What follows belongs to an exercise in optimizing a design on an open flow for small area, a short achievable clock period and few clock cycles; a production flow would make more cautious choices.
Only simulation tests tie the RTL to the original design; equivalence was not proved.
Power is estimated from default activity; no workload was simulated.

==> exp/juniper: inputs <==
// array_insert_delete_search_top
module array_insert_delete_search_top
#(
   parameter int CAPACITY = 16
)(
   input  logic                      clock,
   input  logic                      reset,
   input  logic                      start,
   output logic                      busy,
   input  logic [OP_W-1:0]           req_opcode,
   input  logic [POS_W-1:0]          req_position,
   input  logic signed [DATA_W-1:0]  req_value,
   input  logic signed [DATA_W-1:0]  req_key,
   output logic                      rsp_strobe,
   output logic [STAT_W-1:0]         rsp_status,
   output logic [FOUND_W-1:0]        rsp_found_index,
   output logic signed [DATA_W-1:0]  rsp_read_value,
   output logic [COUNT_W-1:0]        rsp_count
);
   logic                     cmd_valid;
   logic signed [DATA_W-1:0] cmd_value;
   logic                     cmd_clr, cmd_ins, cmd_ins_go, cmd_del, cmd_srch, cmd_rd;
   logic [CAPACITY-1:0]      cmd_gt, cmd_eq, cmd_ge;
   logic                     full_next;
   aids_seq #(
      .CAPACITY (CAPACITY)
   ) u_seq (
      .clock        (clock),
      .reset        (reset),
      .start        (start),
      .req_opcode   (req_opcode),
      .req_position (req_position),
      .req_value    (req_value),
      .full_next    (full_next),
      .busy         (busy),
      .cmd_valid    (cmd_valid),
      .cmd_value    (cmd_value),
      .cmd_clr      (cmd_clr),
      .cmd_ins      (cmd_ins),
      .cmd_ins_go   (cmd_ins_go),
      .cmd_del      (cmd_del),
      .cmd_srch     (cmd_srch),
      .cmd_rd       (cmd_rd),
      .cmd_gt       (cmd_gt),
  ...
make LEC_CHECK=0 CAP_MARGIN=20 CORE_MARGIN=2 CORE_UTILIZATION=35 PLACE_DENSITY=0.45 SETUP_SLACK_MARGIN=2.8 SLEW_MARGIN=20 finish   # period 5.0 ns
run.sh (not shown) runs the stock make flow with config.mk's settings and CLKGATE_MAP_FILE= SYNTH_SCRIPT=/design/flow/synth_recipe.tcl, a recipe that flattens the netlist after the stock synthesis.
==> inputs of exp/violet, as changes to exp/juniper <==
--- a/flow/design.v
+++ b/flow/design.v
@@ -33,39 +33,48 @@
    output logic                      cmd_clr,
    output logic                      cmd_ins,
    output logic                      cmd_ins_go,
    output logic                      cmd_del,
    output logic                      cmd_srch,
    output logic                      cmd_rd,
-   output logic [CAPACITY-1:0]       cmd_gt,
    output logic [CAPACITY-1:0]       cmd_eq,
-   output logic [CAPACITY-1:0]       cmd_ge
+   output logic [CAPACITY-1:0]       cmd_up,
+   output logic [CAPACITY-1:0]       cmd_ld,
+   output logic [CAPACITY-1:0]       cmd_dn
 );
+   logic ins_go, del;
+   assign ins_go = start && req_opcode == OP_INSERT && !full_next;
+   assign del    = start && req_opcode == OP_DELETE;
    always_ff @(posedge clock) begin
       if (reset) begin
          cmd_valid  <= 1'b0;
+         cmd_up     <= '0;
+         cmd_ld     <= '0;
+         cmd_dn     <= '0;
          cmd_clr    <= 1'b0;
          cmd_ins    <= 1'b0;
          cmd_ins_go <= 1'b0;
          cmd_del    <= 1'b0;
          cmd_srch   <= 1'b0;
          cmd_rd     <= 1'b0;
       end else begin
          cmd_valid  <= start;
+         for (int i = 0; i < CAPACITY; i++) begin
+            cmd_up[i]   <= ins_go && POS_W'(i) > req_position;
+            cmd_ld[i]   <= ins_go && POS_W'(i) == req_position;
+            cmd_dn[i]   <= del && POS_W'(i) >= req_position && i + 1 < CAPACITY;
+         end
          cmd_clr    <= start && req_opcode == OP_CLEAR;
          cmd_ins    <= start && req_opcode == OP_INSERT;
-         cmd_ins_go <= start && req_opcode == OP_INSERT && !full_next;
+         cmd_ins_go <= ins_go;
          cmd_del    <= start && req_opcode == OP_DELETE;
          cmd_srch   <= start && req_opcode == OP_SEARCH;
          cmd_rd     <= start && req_opcode == OP_READ;
       end
-      for (int i = 0; i < CAPACITY; i++) begin
-         cmd_gt[i] <= POS_W'(i) > req_position;
+      for (int i = 0; i < CAPACITY; i++)
          cmd_eq[i] <= POS_W'(i) == req_position;
-         cmd_ge[i] <= POS_W'(i) >= req_position;
-      end
       cmd_value <= req_value;
    end
    assign busy = 1'b0;
 endmodule
 import aids_pkg::*;
 module aids_dpath
@@ -80,26 +89,27 @@
    input  logic                      cmd_clr,
    input  logic                      cmd_ins,
    input  logic                      cmd_ins_go,
    input  logic                      cmd_del,
    input  logic                      cmd_srch,
    input  logic                      cmd_rd,
-   input  logic [CAPACITY-1:0]       cmd_gt,
    input  logic [CAPACITY-1:0]       cmd_eq,
-   input  logic [CAPACITY-1:0]       cmd_ge,
+   input  logic [CAPACITY-1:0]       cmd_up,
+   input  logic [CAPACITY-1:0]       cmd_ld,
+   input  logic [CAPACITY-1:0]       cmd_dn,
    output logic                      full_next,
    output logic                      rsp_strobe,
    output logic [STAT_W-1:0]         rsp_status,
    output logic [FOUND_W-1:0]        rsp_found_index,
    output logic signed [DATA_W-1:0]  rsp_read_value,
    output logic [COUNT_W-1:0]        rsp_count
 );
    localparam int CNT_W = $clog2(CAPACITY + 1);
    logic signed [DATA_W-1:0] mem [CAPACITY];
    logic signed [DATA_W-1:0] mem_n [CAPACITY];
-   logic [CNT_W-1:0]         cnt_ff, cnt_in;
+   logic [CNT_W-1:0]         cnt;
    logic [CAPACITY-1:0]      therm_ff, therm_in;
    logic [CAPACITY-1:0]      match_ff, match_n;
    logic [CAPACITY-1:0]      eq_key;
    logic                     eq_key_value;
    logic                     full, ins_bad, pos_bad;
    logic                     ins_ok, del_ok;
@@ -110,20 +120,16 @@
    logic [CAPACITY-1:0]      rd_hot;
    logic signed [DATA_W-1:0] rd_sel;
    logic [STAT_W-1:0]        status;
    assign full    = therm_ff[CAPACITY-1];
    assign ins_bad = !(|(cmd_eq & {therm_ff[CAPACITY-2:0], 1'b1}));
    assign pos_bad = !(|(cmd_eq & therm_ff));
-   always_comb begin
-      for (int i = 0; i < CAPACITY; i++) begin
-         up[i]   = cmd_ins_go && cmd_gt[i];
-         ld[i]   = cmd_ins_go && cmd_eq[i];
-         dn[i]   = cmd_del && cmd_ge[i] && (i + 1 < CAPACITY);
-         hold[i] = !(cmd_ge[i] && (cmd_ins_go || (cmd_del && (i + 1 < CAPACITY))));
-      end
-   end
+   assign up   = cmd_up;
+   assign ld   = cmd_ld;
+   assign dn   = cmd_dn;
+   assign hold = ~(cmd_up | cmd_ld | cmd_dn);
    always_comb begin
       for (int i = 0; i < CAPACITY; i++) begin
          mem_n[i] = ({DATA_W{hold[i]}} & mem[i])
                   | ({DATA_W{ld[i]}}   & cmd_value)
                   | ({DATA_W{up[i]}}   & mem[(i + CAPACITY - 1) % CAPACITY])
                   | ({DATA_W{dn[i]}}   & mem[(i + 1) % CAPACITY]);
@@ -166,50 +172,46 @@
       for (int i = 0; i < CAPACITY; i++)
          rd_sel = rd_sel | ({DATA_W{rd_hot[i]}} & mem[i]);
    end
    assign ins_ok = cmd_ins_go && !ins_bad;
    assign del_ok = cmd_del && !pos_bad;
    always_comb begin
-      cnt_in   = cnt_ff;
       therm_in = therm_ff;
       status   = ST_OK;
-      if (cmd_clr) begin
-         cnt_in   = '0;
-         therm_in = '0;
-      end
+      if (cmd_clr) therm_in = '0;
       if (cmd_ins) begin
          if (full)         status = ST_FULL;
          else if (ins_bad) status = ST_BADPOS;
       end
-      if (ins_ok) begin
-         cnt_in   = cnt_ff + CNT_W'(1);
-         therm_in = {therm_ff[CAPACITY-2:0], 1'b1};
-      end
+      if (ins_ok) therm_in = {therm_ff[CAPACITY-2:0], 1'b1};
       if (cmd_del && pos_bad) status = ST_BADPOS;
-      if (del_ok) begin
-         cnt_in   = cnt_ff - CNT_W'(1);
-         therm_in = {1'b0, therm_ff[CAPACITY-1:1]};
-      end
+      if (del_ok) therm_in = {1'b0, therm_ff[CAPACITY-1:1]};
       if (cmd_srch && !found) status = ST_NOTFOUND;
       if (cmd_rd && pos_bad)  status = ST_BADPOS;
    end
    assign full_next = therm_in[CAPACITY-1];
+   always_comb begin
+      cnt = '0;
+      cnt[CNT_W-1] = therm_in[CAPACITY-1];
+      for (int b = 0; b < CNT_W - 1; b++)
+         for (int k = 0; k < CAPACITY >> (b + 1); k++)
+            cnt[b] = cnt[b] | (therm_in[(k << (b + 1)) + (1 << b) - 1]
+                               && !therm_in[((k + 1) << (b + 1)) - 1]);
+   end
    always_ff @(posedge clock) begin
       if (reset) begin
-         cnt_ff     <= '0;
          therm_ff   <= '0;
          rsp_strobe <= 1'b0;
       end else begin
-         cnt_ff     <= cnt_in;
          therm_ff   <= therm_in;
          rsp_strobe <= cmd_valid;
       end
       rsp_status      <= status;
       rsp_found_index <= (cmd_srch && found) ? hit_idx : '0;
       rsp_read_value  <= rd_sel;
-      rsp_count       <= cnt_in;
+      rsp_count       <= cnt;
    end
 endmodule
 import aids_pkg::*;
 module array_insert_delete_search_top
 #(
    parameter int CAPACITY = 16
@@ -228,13 +230,13 @@
    output logic signed [DATA_W-1:0]  rsp_read_value,
    output logic [COUNT_W-1:0]        rsp_count
 );
    logic                     cmd_valid;
    logic signed [DATA_W-1:0] cmd_value;
    logic                     cmd_clr, cmd_ins, cmd_ins_go, cmd_del, cmd_srch, cmd_rd;
-   logic [CAPACITY-1:0]      cmd_gt, cmd_eq, cmd_ge;
+   logic [CAPACITY-1:0]      cmd_eq, cmd_up, cmd_ld, cmd_dn;
    logic                     full_next;
    aids_seq #(
       .CAPACITY (CAPACITY)
    ) u_seq (
       .clock        (clock),
       .reset        (reset),
@@ -249,15 +251,16 @@
       .cmd_clr      (cmd_clr),
       .cmd_ins      (cmd_ins),
       .cmd_ins_go   (cmd_ins_go),
       .cmd_del      (cmd_del),
       .cmd_srch     (cmd_srch),
       .cmd_rd       (cmd_rd),
-      .cmd_gt       (cmd_gt),
       .cmd_eq       (cmd_eq),
-      .cmd_ge       (cmd_ge)
+      .cmd_up       (cmd_up),
+      .cmd_ld       (cmd_ld),
+      .cmd_dn       (cmd_dn)
    );
    aids_dpath #(
       .CAPACITY (CAPACITY)
    ) u_dpath (
       .clock           (clock),
       .reset           (reset),
@@ -267,15 +270,16 @@
       .cmd_clr         (cmd_clr),
       .cmd_ins         (cmd_ins),
       .cmd_ins_go      (cmd_ins_go),
       .cmd_del         (cmd_del),
       .cmd_srch        (cmd_srch),
       .cmd_rd          (cmd_rd),
-      .cmd_gt          (cmd_gt),
       .cmd_eq          (cmd_eq),
-      .cmd_ge          (cmd_ge),
+      .cmd_up          (cmd_up),
+      .cmd_ld          (cmd_ld),
+      .cmd_dn          (cmd_dn),
       .full_next       (full_next),
       .rsp_strobe      (rsp_strobe),
       .rsp_status      (rsp_status),
       .rsp_found_index (rsp_found_index),
       .rsp_read_value  (rsp_read_value),
       .rsp_count       (rsp_count)
--- a/flow/config.mk
+++ b/flow/config.mk
@@ -5,9 +5,11 @@
 export SDC_FILE = /design/flow/constraint.sdc
 export NUM_CORES = 4
 export LEC_CHECK = 0
 export CAP_MARGIN = 20
 export CORE_MARGIN = 2
 export CORE_UTILIZATION = 35
+export CTS_CLUSTER_DIAMETER = 80
+export CTS_CLUSTER_SIZE = 20
 export PLACE_DENSITY = 0.45
 export SETUP_SLACK_MARGIN = 2.8
 export SLEW_MARGIN = 20
==> inputs of exp/amber, as changes to exp/juniper <==
==> flow/design.v (replaced) <==
package aids_pkg;
   localparam int OP_W     = 3;
   localparam int POS_W    = 5;
   localparam int DATA_W   = 32;
   localparam int STAT_W   = 2;
   localparam int FOUND_W  = 4;
   localparam int COUNT_W  = 5;
   localparam logic [OP_W-1:0] OP_CLEAR  = 3'd0;
   localparam logic [OP_W-1:0] OP_INSERT = 3'd1;
   localparam logic [OP_W-1:0] OP_DELETE = 3'd2;
   localparam logic [OP_W-1:0] OP_SEARCH = 3'd3;
   localparam logic [OP_W-1:0] OP_READ   = 3'd4;
   localparam logic [STAT_W-1:0] ST_OK       = 2'd0;
   localparam logic [STAT_W-1:0] ST_FULL     = 2'd1;
   localparam logic [STAT_W-1:0] ST_BADPOS   = 2'd2;
   localparam logic [STAT_W-1:0] ST_NOTFOUND = 2'd3;
endpackage
import aids_pkg::*;
module aids_seq
(
   input  logic                      clock,
   input  logic                      reset,
   input  logic                      start,
   input  logic [OP_W-1:0]           req_opcode,
   input  logic [POS_W-1:0]          req_position,
   input  logic signed [DATA_W-1:0]  req_value,
   input  logic signed [DATA_W-1:0]  req_key,
   output logic                      busy,
   output logic                      cmd_valid,
   output logic [OP_W-1:0]           cmd_opcode,
   output logic [POS_W-1:0]          cmd_position,
   output logic signed [DATA_W-1:0]  cmd_value,
   output logic signed [DATA_W-1:0]  cmd_key,
   output logic                      cmd_clr,
   output logic                      cmd_ins,
   output logic                      cmd_del,
   output logic                      cmd_srch,
   output logic                      cmd_rd,
   output logic [15:0]               cmd_gt,
   output logic [15:0]               cmd_eq
);
   always_ff @(posedge clock) begin
      if (reset) begin
         cmd_valid <= 1'b0;
         cmd_clr   <= 1'b0;
         cmd_ins   <= 1'b0;
         cmd_del   <= 1'b0;
         cmd_srch  <= 1'b0;
         cmd_rd    <= 1'b0;
      end else begin
         cmd_valid <= start;
         cmd_clr   <= start && req_opcode == OP_CLEAR;
         cmd_ins   <= start && req_opcode == OP_INSERT;
         cmd_del   <= start && req_opcode == OP_DELETE;
         cmd_srch  <= start && req_opcode == OP_SEARCH;
         cmd_rd    <= start && req_opcode == OP_READ;
      end
      for (int i = 0; i < 16; i++) begin
         cmd_gt[i] <= POS_W'(i) > req_position;
         cmd_eq[i] <= POS_W'(i) == req_position;
      end
      cmd_opcode   <= req_opcode;
      cmd_position <= req_position;
      cmd_value    <= req_value;
      cmd_key      <= req_key;
   end
   assign busy = 1'b0;
endmodule
import aids_pkg::*;
module aids_dpath
#(
   parameter int CAPACITY = 16
)(
   input  logic                      clock,
   input  logic                      reset,
   input  logic                      cmd_valid,
   input  logic [OP_W-1:0]           cmd_opcode,
   input  logic [POS_W-1:0]          cmd_position,
   input  logic signed [DATA_W-1:0]  cmd_value,
   input  logic signed [DATA_W-1:0]  cmd_key,
   input  logic                      cmd_clr,
   input  logic                      cmd_ins,
   input  logic                      cmd_del,
   input  logic                      cmd_srch,
   input  logic                      cmd_rd,
   input  logic [CAPACITY-1:0]       cmd_gt,
   input  logic [CAPACITY-1:0]       cmd_eq,
   output logic                      rsp_strobe,
   output logic [STAT_W-1:0]         rsp_status,
   output logic [FOUND_W-1:0]        rsp_found_index,
   output logic signed [DATA_W-1:0]  rsp_read_value,
   output logic [COUNT_W-1:0]        rsp_count
);
   localparam int CNT_W = $clog2(CAPACITY + 1);
   logic signed [DATA_W-1:0] mem [CAPACITY];
   logic [CNT_W-1:0]         cnt_ff, cnt_in;
   logic [CAPACITY-1:0]      therm_ff, therm_in;
   logic [CAPACITY-1:0]      rd_hot;
   logic                     is_clr, is_ins, is_del, is_srch, is_rd;
   logic                     full, ins_bad, pos_bad;
   logic                     ins_go, del_go;
   logic [CAPACITY-1:0]      up, ld, dn, hold;
   logic signed [DATA_W-1:0] mem_n [CAPACITY];
   logic [CAPACITY-1:0]      hit;
   logic                     found;
   logic [FOUND_W-1:0]       hit_idx;
   logic signed [DATA_W-1:0] rd_sel;
   logic [STAT_W-1:0]        status;
   assign is_clr  = cmd_clr;
   assign is_ins  = cmd_ins;
   assign is_del  = cmd_del;
   assign is_srch = cmd_srch;
   assign is_rd   = cmd_rd;
   assign full    = therm_ff[CAPACITY-1];
   assign ins_bad = !(|(cmd_eq & {therm_ff[CAPACITY-2:0], 1'b1}));
   assign pos_bad = !(|(cmd_eq & therm_ff));
   assign ins_go = is_ins && !full;
   assign del_go = is_del;
   always_comb begin
      for (int i = 0; i < CAPACITY; i++) begin
         up[i] = ins_go && cmd_gt[i];
         ld[i] = ins_go && cmd_eq[i];
         dn[i] = del_go && (cmd_gt[i] || cmd_eq[i]);
      end
   end
   always_comb begin
      for (int i = 0; i < CAPACITY; i++) begin
         hold[i]  = !(up[i] || ld[i] || dn[i]);
         mem_n[i] = ({DATA_W{hold[i]}} & mem[i])
                  | ({DATA_W{ld[i]}}   & cmd_value)
                  | ({DATA_W{up[i]}}   & mem[(i + CAPACITY - 1) % CAPACITY])
                  | ({DATA_W{dn[i] && i + 1 < CAPACITY}} & mem[(i + 1) % CAPACITY]);
      end
   end
   always_ff @(posedge clock) begin
      for (int i = 0; i < CAPACITY; i++)
         mem[i] <= mem_n[i];
   end
   always_comb begin
      for (int i = 0; i < CAPACITY; i++)
         hit[i] = (mem[i] == cmd_key) && therm_ff[i];
   end
   always_comb begin
      logic [3:0]       grp_hit;
      logic [1:0]       grp_low [4];
      logic [1:0]       grp_sel;
      for (int g = 0; g < 4; g++) begin
         grp_hit[g]    = |hit[4*g +: 4];
         grp_low[g][1] = !hit[4*g] && !hit[4*g+1];
         grp_low[g][0] = !hit[4*g] && (hit[4*g+1] || !hit[4*g+2]);
      end
      grp_sel[1] = !grp_hit[0] && !grp_hit[1];
      grp_sel[0] = !grp_hit[0] && (grp_hit[1] || !grp_hit[2]);
      found      = |grp_hit;
      hit_idx    = {grp_sel, grp_low[grp_sel]};
   end
   always_comb begin
      rd_hot = {CAPACITY{is_rd}} & cmd_eq & therm_ff;
      rd_sel = '0;
      for (int i = 0; i < CAPACITY; i++)
         rd_sel = rd_sel | ({DATA_W{rd_hot[i]}} & mem[i]);
   end
   always_comb begin
      cnt_in   = cnt_ff;
      therm_in = therm_ff;
      status   = ST_OK;
      if (is_clr) begin
         cnt_in   = '0;
         therm_in = '0;
      end
      if (is_ins) begin
         if (full)         status = ST_FULL;
         else if (ins_bad) status = ST_BADPOS;
         else begin
            cnt_in   = cnt_ff + CNT_W'(1);
            therm_in = {therm_ff[CAPACITY-2:0], 1'b1};
         end
      end
      if (is_del) begin
         if (pos_bad) status = ST_BADPOS;
         else begin
            cnt_in   = cnt_ff - CNT_W'(1);
            therm_in = {1'b0, therm_ff[CAPACITY-1:1]};
         end
      end
      if (is_srch && !found) status = ST_NOTFOUND;
      if (is_rd && pos_bad)  status = ST_BADPOS;
   end
   always_ff @(posedge clock) begin
      if (reset) begin
         cnt_ff     <= '0;
         therm_ff   <= '0;
         rsp_strobe <= 1'b0;
      end else begin
         cnt_ff     <= cnt_in;
         therm_ff   <= therm_in;
         rsp_strobe <= cmd_valid;
      end
      rsp_status      <= status;
      rsp_found_index <= (is_srch && found) ? hit_idx : '0;
      rsp_read_value  <= rd_sel;
      rsp_count       <= cnt_in;
   end
endmodule
import aids_pkg::*;
module array_insert_delete_search_top
#(
   parameter int CAPACITY = 16
)(
   input  logic                      clock,
   input  logic                      reset,
   input  logic                      start,
   output logic                      busy,
   input  logic [OP_W-1:0]           req_opcode,
   input  logic [POS_W-1:0]          req_position,
   input  logic signed [DATA_W-1:0]  req_value,
   input  logic signed [DATA_W-1:0]  req_key,
   output logic                      rsp_strobe,
   output logic [STAT_W-1:0]         rsp_status,
   output logic [FOUND_W-1:0]        rsp_found_index,
   output logic signed [DATA_W-1:0]  rsp_read_value,
   output logic [COUNT_W-1:0]        rsp_count
);
   logic                     cmd_valid;
   logic [OP_W-1:0]          cmd_opcode;
   logic [POS_W-1:0]         cmd_position;
   logic signed [DATA_W-1:0] cmd_value;
   logic signed [DATA_W-1:0] cmd_key;
   logic                     cmd_clr, cmd_ins, cmd_del, cmd_srch, cmd_rd;
   logic [CAPACITY-1:0]      cmd_gt, cmd_eq;
   aids_seq u_seq (
      .clock        (clock),
      .reset        (reset),
      .start        (start),
      .req_opcode   (req_opcode),
      .req_position (req_position),
      .req_value    (req_value),
      .req_key      (req_key),
      .busy         (busy),
      .cmd_valid    (cmd_valid),
      .cmd_opcode   (cmd_opcode),
      .cmd_position (cmd_position),
      .cmd_value    (cmd_value),
      .cmd_key      (cmd_key),
      .cmd_clr      (cmd_clr),
      .cmd_ins      (cmd_ins),
      .cmd_del      (cmd_del),
      .cmd_srch     (cmd_srch),
      .cmd_rd       (cmd_rd),
      .cmd_gt       (cmd_gt),
      .cmd_eq       (cmd_eq)
   );
   aids_dpath #(
      .CAPACITY (CAPACITY)
   ) u_dpath (
      .clock           (clock),
      .reset           (reset),
      .cmd_valid       (cmd_valid),
      .cmd_opcode      (cmd_opcode),
      .cmd_position    (cmd_position),
      .cmd_value       (cmd_value),
      .cmd_key         (cmd_key),
      .cmd_clr         (cmd_clr),
      .cmd_ins         (cmd_ins),
      .cmd_del         (cmd_del),
      .cmd_srch        (cmd_srch),
      .cmd_rd          (cmd_rd),
      .cmd_gt          (cmd_gt),
      .cmd_eq          (cmd_eq),
      .rsp_strobe      (rsp_strobe),
      .rsp_status      (rsp_status),
      .rsp_found_index (rsp_found_index),
      .rsp_read_value  (rsp_read_value),
      .rsp_count       (rsp_count)
   );
endmodule
--- a/flow/config.mk
+++ b/flow/config.mk
@@ -6,8 +6,8 @@
 export NUM_CORES = 4
 export LEC_CHECK = 0
 export CAP_MARGIN = 20
 export CORE_MARGIN = 2
 export CORE_UTILIZATION = 35
 export PLACE_DENSITY = 0.45
-export SETUP_SLACK_MARGIN = 2.8
+export SETUP_SLACK_MARGIN = 2.5
 export SLEW_MARGIN = 20
==> qor summary <==
metric                                                                               exp/violet                exp/amber              exp/juniper
Run status                                                              complete, no violations  complete, no violations  complete, no violations
Critical Path Source Type                                                         primary input                     flop            primary input
Cell with the most instances after synthesis                                            nand2_1                  dfxtp_1                  dfxtp_1
Max incr delay on CP                                                                     500 ps                   500 ps                   580 ps
Non-clock buffer share                                                                  0.07358                  0.07454                  0.07605
Global Route Usage Sum                                                                   0.4719                   0.4601                   0.4934
Clock latency on the worst-skew pair                                                     720 ps                   710 ps                   690 ps
Die Outline Area                                                                     102000 µm²               101700 µm²               104500 µm²
Largest net degree at the start of global routing                                            35                       38                       54
Count of routing violations after the opening detailed-route iteration                   10.64k                     7399                     8374
Multi-In Gates                                                                             2892                     2303                     2410
Overall power                                                                          11880 µW                 14000 µW                 14040 µW
Diode count                                                                                   5                       13                       15
Post-route insts no fill                                                                   5314                     4790                     5037
Seq power                                                                               6070 µW                  6180 µW                  6080 µW
Setup Fix Bufs, Post-CTS                                                                     44                       66                       47
Area fraction in and, or, nand and nor cells after synthesis                             0.1817                  0.07249                  0.07597
Sequential cell count                                                                       690                      679                      680
N_taps                                                                                     1287                     1287                     1368
Clock buffer cells                                                                           57                      118                      122
Num CTS Buffers                                                                              48                       84                       81
Floorplan row count                                                                         115                      115                      117
Clock tree skew after final layout                                                     54.84 ps                 32.04 ps                 24.69 ps
Flop and latch count out of synthesis                                                       690                      679                      680
Testbench counts of exp/juniper, summed over its fixed seeds: cycles 4,016.
Testbench counts of exp/violet, summed over its fixed seeds: cycles 4,016.
Testbench counts of exp/amber, summed over its fixed seeds: cycles 4,016.

[what the ideal ports hide]
The results above use ideal ports. As a check the final layouts listed here were re-extracted and re-timed, cells and wires unchanged.
Step 1 assumes that a clkbuf_16 drives the clock port and a buf_2 every other input.
Step 2, shift: input delay + t, output delay - t, t = (earliest + latest rising clock arrival at the registers) / 2. This alone moves slack from input paths to output paths.
Slacks: ideal / step 1 / step 2; pairs: ideal / step 1.
run | shift t [ns] | setup WS [ns] | latest minus earliest clock arrival (ns) | worst slew at a driven data input, ns
exp/juniper | 0.748 | 2.573 / 2.592 / 1.844 | 0.026 / 0.026 | 0.16
exp/violet | 0.772 | 2.713 / 2.745 / 1.976 | 0.056 / 0.056 | 0.12
exp/amber | 0.770 | 2.089 / 2.089 / 2.089 | 0.034 / 0.034 | 0.09
After both steps setup and hold are still met in every run listed. For exp/violet, which loses most, drivers alone change the setup slack by +0.032 ns; drivers and shift together by -0.737 ns.
